What follows belongs to an exercise in optimizing a design on an open flow for a short achievable clock period and few clock cycles per item; a production flow would make more cautious choices. No activity file was given, so power comes from the tool's default toggle rates.

## tx_core
module tx_core (
	input wire logic clock,
	input wire logic arst_n_i,
	input wire logic reg_wr_en_i,
	input tx_pkg::reg_addr_t reg_addr_i,
	input tx_pkg::word_t reg_wr_data_i,
	output tx_pkg::word_t reg_rd_data_o,
	output logic mem_rd_en_o,
	output tx_pkg::addr_t mem_addr_o,
	input tx_pkg::word_t mem_rd_data_i,
	input wire logic meta_rd_en_i,
	output tx_pkg::len_t meta_data_o,
	output logic meta_empty_o,
	input wire logic data_rd_en_i,
	output tx_pkg::word_t data_o,
	output logic data_empty_o,
	input wire logic csum_rd_en_i,
	output tx_pkg::csum_t csum_o,
	output logic csum_empty_o,
	output logic channel_irq_o
);
	logic enable;
	logic disable_now;
	logic desc_push;
	tx_pkg::desc_t desc_in;
	logic desc_pop;
	tx_pkg::desc_t desc_head;
	logic desc_empty;
	logic desc_full;
	logic meta_push;
	tx_pkg::len_t meta_len;
	logic word_valid;
	tx_pkg::word_t word;
	logic sof;
	logic eof;
	logic csum_push;
	tx_pkg::csum_t csum_val;
	logic frame_done;
	logic meta_pop;
	logic data_pop;
	logic csum_pop;
	assign frame_done = csum_push;
	assign meta_pop = meta_rd_en_i && !meta_empty_o;
	assign data_pop = data_rd_en_i && !data_empty_o;
	assign csum_pop = csum_rd_en_i && !csum_empty_o;
	tx_mmr tx_mmr_0 (
		.clock, .arst_n_i,
		.reg_wr_en_i, .reg_addr_i, .reg_wr_data_i, .reg_rd_data_o,
		.desc_full_i(desc_full), .frame_done_i(frame_done),
		.enable_o(enable), .disable_o(disable_now), .desc_push_o(desc_push), .desc_o(desc_in),
		.channel_irq_o
	);
	tx_ctrl tx_ctrl_0 (
		.clock, .arst_n_i,
		.enable_i(enable), .disable_i(disable_now), .desc_empty_i(desc_empty), .desc_i(desc_head),
		.meta_pop_i(meta_pop), .data_pop_i(data_pop), .csum_pop_i(csum_pop),
		.mem_rd_data_i,
  ...
==> module tx_mmr, before the edit <==
module tx_mmr (
	input wire logic clock,
	input wire logic arst_n_i,
	input wire logic reg_wr_en_i,
	input tx_pkg::reg_addr_t reg_addr_i,
	input tx_pkg::word_t reg_wr_data_i,
	input wire logic desc_full_i,
	input wire logic frame_done_i,
	output tx_pkg::word_t reg_rd_data_o,
	output logic enable_o,
	output logic disable_o,
	output logic desc_push_o,
	output tx_pkg::desc_t desc_o,
	output logic channel_irq_o
);
	logic enable_q;
	logic irq_en_q;
	tx_pkg::addr_t desc_addr_q;
	logic pending_q;
	logic [7:0] frame_cnt_q;
	logic wr_ctrl;
	logic wr_addr;
	logic wr_len;
	logic wr_status;
	logic pending_d;
	logic irq_en_d;
	assign wr_ctrl = reg_wr_en_i && (reg_addr_i == tx_pkg::REG_CTRL);
	assign wr_addr = reg_wr_en_i && (reg_addr_i == tx_pkg::REG_DESC_ADDR);
	assign wr_len = reg_wr_en_i && (reg_addr_i == tx_pkg::REG_DESC_LEN);
	assign wr_status = reg_wr_en_i && (reg_addr_i == tx_pkg::REG_STATUS);
	assign pending_d = frame_done_i || (pending_q && !(wr_status && reg_wr_data_i[0]));
	assign irq_en_d = wr_ctrl ? reg_wr_data_i[tx_pkg::CTRL_IRQ_EN_BIT] : irq_en_q;
	always_ff @(posedge clock or negedge arst_n_i) begin
		if (!arst_n_i) begin
			enable_q <= 1'b0;
			irq_en_q <= 1'b0;
			desc_addr_q <= '0;
			pending_q <= 1'b0;
			frame_cnt_q <= '0;
		end else begin
			if (wr_ctrl)
				enable_q <= reg_wr_data_i[tx_pkg::CTRL_EN_BIT];
			irq_en_q <= irq_en_d;
			if (wr_addr)
				desc_addr_q <= reg_wr_data_i;
			if (frame_done_i)
				frame_cnt_q <= frame_cnt_q + 8'd1;
			pending_q <= pending_d;
		end
	end
	assign desc_push_o = wr_len && !desc_full_i;
	assign desc_o = {desc_addr_q, reg_wr_data_i[tx_pkg::LEN_WIDTH-1:0]};
	tx_pkg::word_t rd_ctrl;
	tx_pkg::word_t rd_status;
	always_comb begin
		rd_ctrl = '0;
		rd_ctrl[tx_pkg::CTRL_EN_BIT] = enable_q;
		rd_ctrl[tx_pkg::CTRL_IRQ_EN_BIT] = irq_en_q;
		rd_status = '0;
		rd_status[0] = pending_q;
		rd_status[15:8] = frame_cnt_q;
		rd_status[16] = desc_full_i;
	end
	for (genvar g = 0; g < tx_pkg::WORD_WIDTH / 8; g++) begin : g_grp
		logic sel_ctrl;
		logic sel_addr;
		logic sel_status;
		tx_rdsel #(.ADDR(tx_pkg::REG_DESC_ADDR)) addr_dec (.addr_i(reg_addr_i), .sel_o(sel_addr));
		if (g == 0) begin : g_ctrl
			tx_rdsel #(.ADDR(tx_pkg::REG_CTRL)) ctrl_dec (.addr_i(reg_addr_i), .sel_o(sel_ctrl));
		end else begin : g_no_ctrl
			assign sel_ctrl = 1'b0;
		end
		if (g <= 2) begin : g_status
			tx_rdsel #(.ADDR(tx_pkg::REG_STATUS)) status_dec (.addr_i(reg_addr_i), .sel_o(sel_status));
		end else begin : g_no_status
			assign sel_status = 1'b0;
		end
		for (genvar j = 0; j < 8; j++) begin : g_bit
			localparam int I = 8 * g + j;
			tx_rdbit #(
				.HAS_CTRL(I == tx_pkg::CTRL_EN_BIT || I == tx_pkg::CTRL_IRQ_EN_BIT),
				.HAS_STATUS(I == 0 || (I >= 8 && I <= 16))
			) rd_bit (
				.sel_ctrl_i(sel_ctrl), .sel_addr_i(sel_addr), .sel_status_i(sel_status),
				.ctrl_i(rd_ctrl[I]), .desc_addr_i(desc_addr_q[I]), .status_i(rd_status[I]),
				.rd_o(reg_rd_data_o[I])
			);
		end
	end
	assign enable_o = enable_q;
	assign disable_o = wr_ctrl && !reg_wr_data_i[tx_pkg::CTRL_EN_BIT];
	assign channel_irq_o = pending_q && irq_en_q;
endmodule
==> module tx_rdsel, before the edit <==
module tx_rdsel #(
	parameter tx_pkg::reg_addr_t ADDR = '0
) (
	input tx_pkg::reg_addr_t addr_i,
	output logic sel_o
);
	assign sel_o = (addr_i == ADDR);
endmodule
==> module tx_rdbit, before the edit <==
module tx_rdbit #(
	parameter bit HAS_CTRL = 1'b0,
	parameter bit HAS_STATUS = 1'b0
) (
	input wire logic sel_ctrl_i,
	input wire logic sel_addr_i,
	input wire logic sel_status_i,
	input wire logic ctrl_i,
	input wire logic desc_addr_i,
	input wire logic status_i,
	output logic rd_o
);
	assign rd_o = (HAS_CTRL && sel_ctrl_i && ctrl_i)
		|| (sel_addr_i && desc_addr_i)
		|| (HAS_STATUS && sel_status_i && status_i);
endmodule
export LEC_CHECK = 0
export CAP_MARGIN = 20
export CORE_MARGIN = 2
export CORE_UTILIZATION = 60
export SETUP_SLACK_MARGIN = 5
export SLEW_MARGIN = 20
export SYNTH_HIERARCHICAL = 1
export SYNTH_MINIMUM_KEEP_SIZE = 0
export TNS_END_PERCENT = 100
create_clock -name core_clock -period 9.0 [get_ports {clock}]
standard.sh (not shown) runs the stock make flow with config.mk's settings and CLKGATE_MAP_FILE= SYNTH_SCRIPT=/design/flow/synth_recipe.tcl, a recipe that flattens the netlist after the stock synthesis.
==> flow/flow/run.sh <==
#!/bin/bash
# The standard layout, with the register read port's pins placed as one group
set -uo pipefail
here=$(pwd)
bash standard.sh PRE_IO_PLACEMENT_TCL="$here/flow/pre_io.tcl" > "$here/standard.log" 2>&1
status=$?
tail -5 "$here/standard.log"
exit $status
==> flow/flow/pre_io.tcl <==
# Keep the register read port together: the address pins in the middle
# of the read data pins, so the read mux sits in one small area
set_io_pin_constraint -group -order -pin_names {reg_rd_data_o[0] reg_rd_data_o[1] reg_rd_data_o[2] reg_rd_data_o[3] reg_rd_data_o[4] reg_rd_data_o[5] reg_rd_data_o[6] reg_rd_data_o[7] reg_rd_data_o[8] reg_rd_data_o[9] reg_rd_data_o[10] reg_rd_data_o[11] reg_rd_data_o[12] reg_rd_data_o[13] reg_rd_data_o[14] reg_rd_data_o[15] reg_addr_i[0] reg_addr_i[1] reg_addr_i[2] reg_addr_i[3] reg_rd_data_o[16] reg_rd_data_o[17] reg_rd_data_o[18] reg_rd_data_o[19] reg_rd_data_o[20] reg_rd_data_o[21] reg_rd_data_o[22] reg_rd_data_o[23] reg_rd_data_o[24] reg_rd_data_o[25] reg_rd_data_o[26] reg_rd_data_o[27] reg_rd_data_o[28] reg_rd_data_o[29] reg_rd_data_o[30] reg_rd_data_o[31]}
Next try:
--- a/flow/design.v
+++ b/flow/design.v
@@ -157,62 +157,35 @@
 		rd_status[0] = pending_q;
 		rd_status[15:8] = frame_cnt_q;
 		rd_status[16] = desc_full_i;
 	end
-	for (genvar g = 0; g < tx_pkg::WORD_WIDTH / 8; g++) begin : g_grp
-		logic sel_ctrl;
-		logic sel_addr;
-		logic sel_status;
-		tx_rdsel #(.ADDR(tx_pkg::REG_DESC_ADDR)) addr_dec (.addr_i(reg_addr_i), .sel_o(sel_addr));
-		if (g == 0) begin : g_ctrl
-			tx_rdsel #(.ADDR(tx_pkg::REG_CTRL)) ctrl_dec (.addr_i(reg_addr_i), .sel_o(sel_ctrl));
-		end else begin : g_no_ctrl
-			assign sel_ctrl = 1'b0;
-		end
-		if (g <= 2) begin : g_status
-			tx_rdsel #(.ADDR(tx_pkg::REG_STATUS)) status_dec (.addr_i(reg_addr_i), .sel_o(sel_status));
-		end else begin : g_no_status
-			assign sel_status = 1'b0;
-		end
-		for (genvar j = 0; j < 8; j++) begin : g_bit
-			localparam int I = 8 * g + j;
-			tx_rdbit #(
-				.HAS_CTRL(I == tx_pkg::CTRL_EN_BIT || I == tx_pkg::CTRL_IRQ_EN_BIT),
-				.HAS_STATUS(I == 0 || (I >= 8 && I <= 16))
-			) rd_bit (
-				.sel_ctrl_i(sel_ctrl), .sel_addr_i(sel_addr), .sel_status_i(sel_status),
-				.ctrl_i(rd_ctrl[I]), .desc_addr_i(desc_addr_q[I]), .status_i(rd_status[I]),
-				.rd_o(reg_rd_data_o[I])
-			);
-		end
+	for (genvar i = 0; i < tx_pkg::WORD_WIDTH; i++) begin : g_rd
+		tx_rdbit #(
+			.HAS_CTRL(i == tx_pkg::CTRL_EN_BIT || i == tx_pkg::CTRL_IRQ_EN_BIT),
+			.HAS_STATUS(i == 0 || (i >= 8 && i <= 16))
+		) rd_bit (
+			.addr_i(reg_addr_i),
+			.ctrl_i(rd_ctrl[i]), .desc_addr_i(desc_addr_q[i]), .status_i(rd_status[i]),
+			.rd_o(reg_rd_data_o[i])
+		);
 	end
 	assign enable_o = enable_q;
 	assign disable_o = wr_ctrl && !reg_wr_data_i[tx_pkg::CTRL_EN_BIT];
 	assign channel_irq_o = pending_q && irq_en_q;
 endmodule
-module tx_rdsel #(
-	parameter tx_pkg::reg_addr_t ADDR = '0
-) (
-	input tx_pkg::reg_addr_t addr_i,
-	output logic sel_o
-);
-	assign sel_o = (addr_i == ADDR);
-endmodule
 module tx_rdbit #(
 	parameter bit HAS_CTRL = 1'b0,
 	parameter bit HAS_STATUS = 1'b0
 ) (
-	input wire logic sel_ctrl_i,
-	input wire logic sel_addr_i,
-	input wire logic sel_status_i,
+	input tx_pkg::reg_addr_t addr_i,
 	input wire logic ctrl_i,
 	input wire logic desc_addr_i,
 	input wire logic status_i,
 	output logic rd_o
 );
-	assign rd_o = (HAS_CTRL && sel_ctrl_i && ctrl_i)
-		|| (sel_addr_i && desc_addr_i)
-		|| (HAS_STATUS && sel_status_i && status_i);
+	assign rd_o = (HAS_CTRL && addr_i == tx_pkg::REG_CTRL && ctrl_i)
+		|| (addr_i == tx_pkg::REG_DESC_ADDR && desc_addr_i)
+		|| (HAS_STATUS && addr_i == tx_pkg::REG_STATUS && status_i);
 endmodule
 `timescale 1ns/1ns
 module tx_ctrl (
 	input wire logic clock,
The new run ran to the end with no violations.
Core utilization rose by 0.47 points.
Via count goes up by 2.0%.
Worst setup slack improves by 0.26 ns.
Total power came out higher by 2.7%.
Cell count rose by 2.2%.
Die area went up by 0.80%.
Routed wire length increases by 3.3%.
Final area went up by 1.3%.
Clock-buffer cell count went up by 2.
Clock power is higher by 8.3%.
No run of this note included a check of the RTL's function; only the layout flow was run.

port drivers added, routing unchanged:
Ports are ideal in the flow. The routed layouts listed here were re-timed in OpenROAD.
Step 1 sets driving cells, clkbuf_16 on the clock port and buf_2 on the other inputs (assumed; they add their load-dependent delay and slew).
Step 2 also shifts input and output timing later by t, the mid clock arrival at the registers, as if the neighbouring blocks saw the same clock.
Three values: ideal ports, drivers, drivers and shift; two values: the first two.
| run | t (ns) | slack for setup (ns) | worst register clock-pin slew, ns |
|---|---|---|---|
| the first run | 0.653 | 4.315 / 4.266 / 4.266 | 0.07 / 0.07 |
| the second run | 0.669 | 4.576 / 4.506 / 4.506 | 0.06 / 0.06 |
After both steps every run listed still meets setup and hold. The setup slack of the second run, which loses most, moves by -0.070 ns with the drivers and by -0.070 ns with both steps.
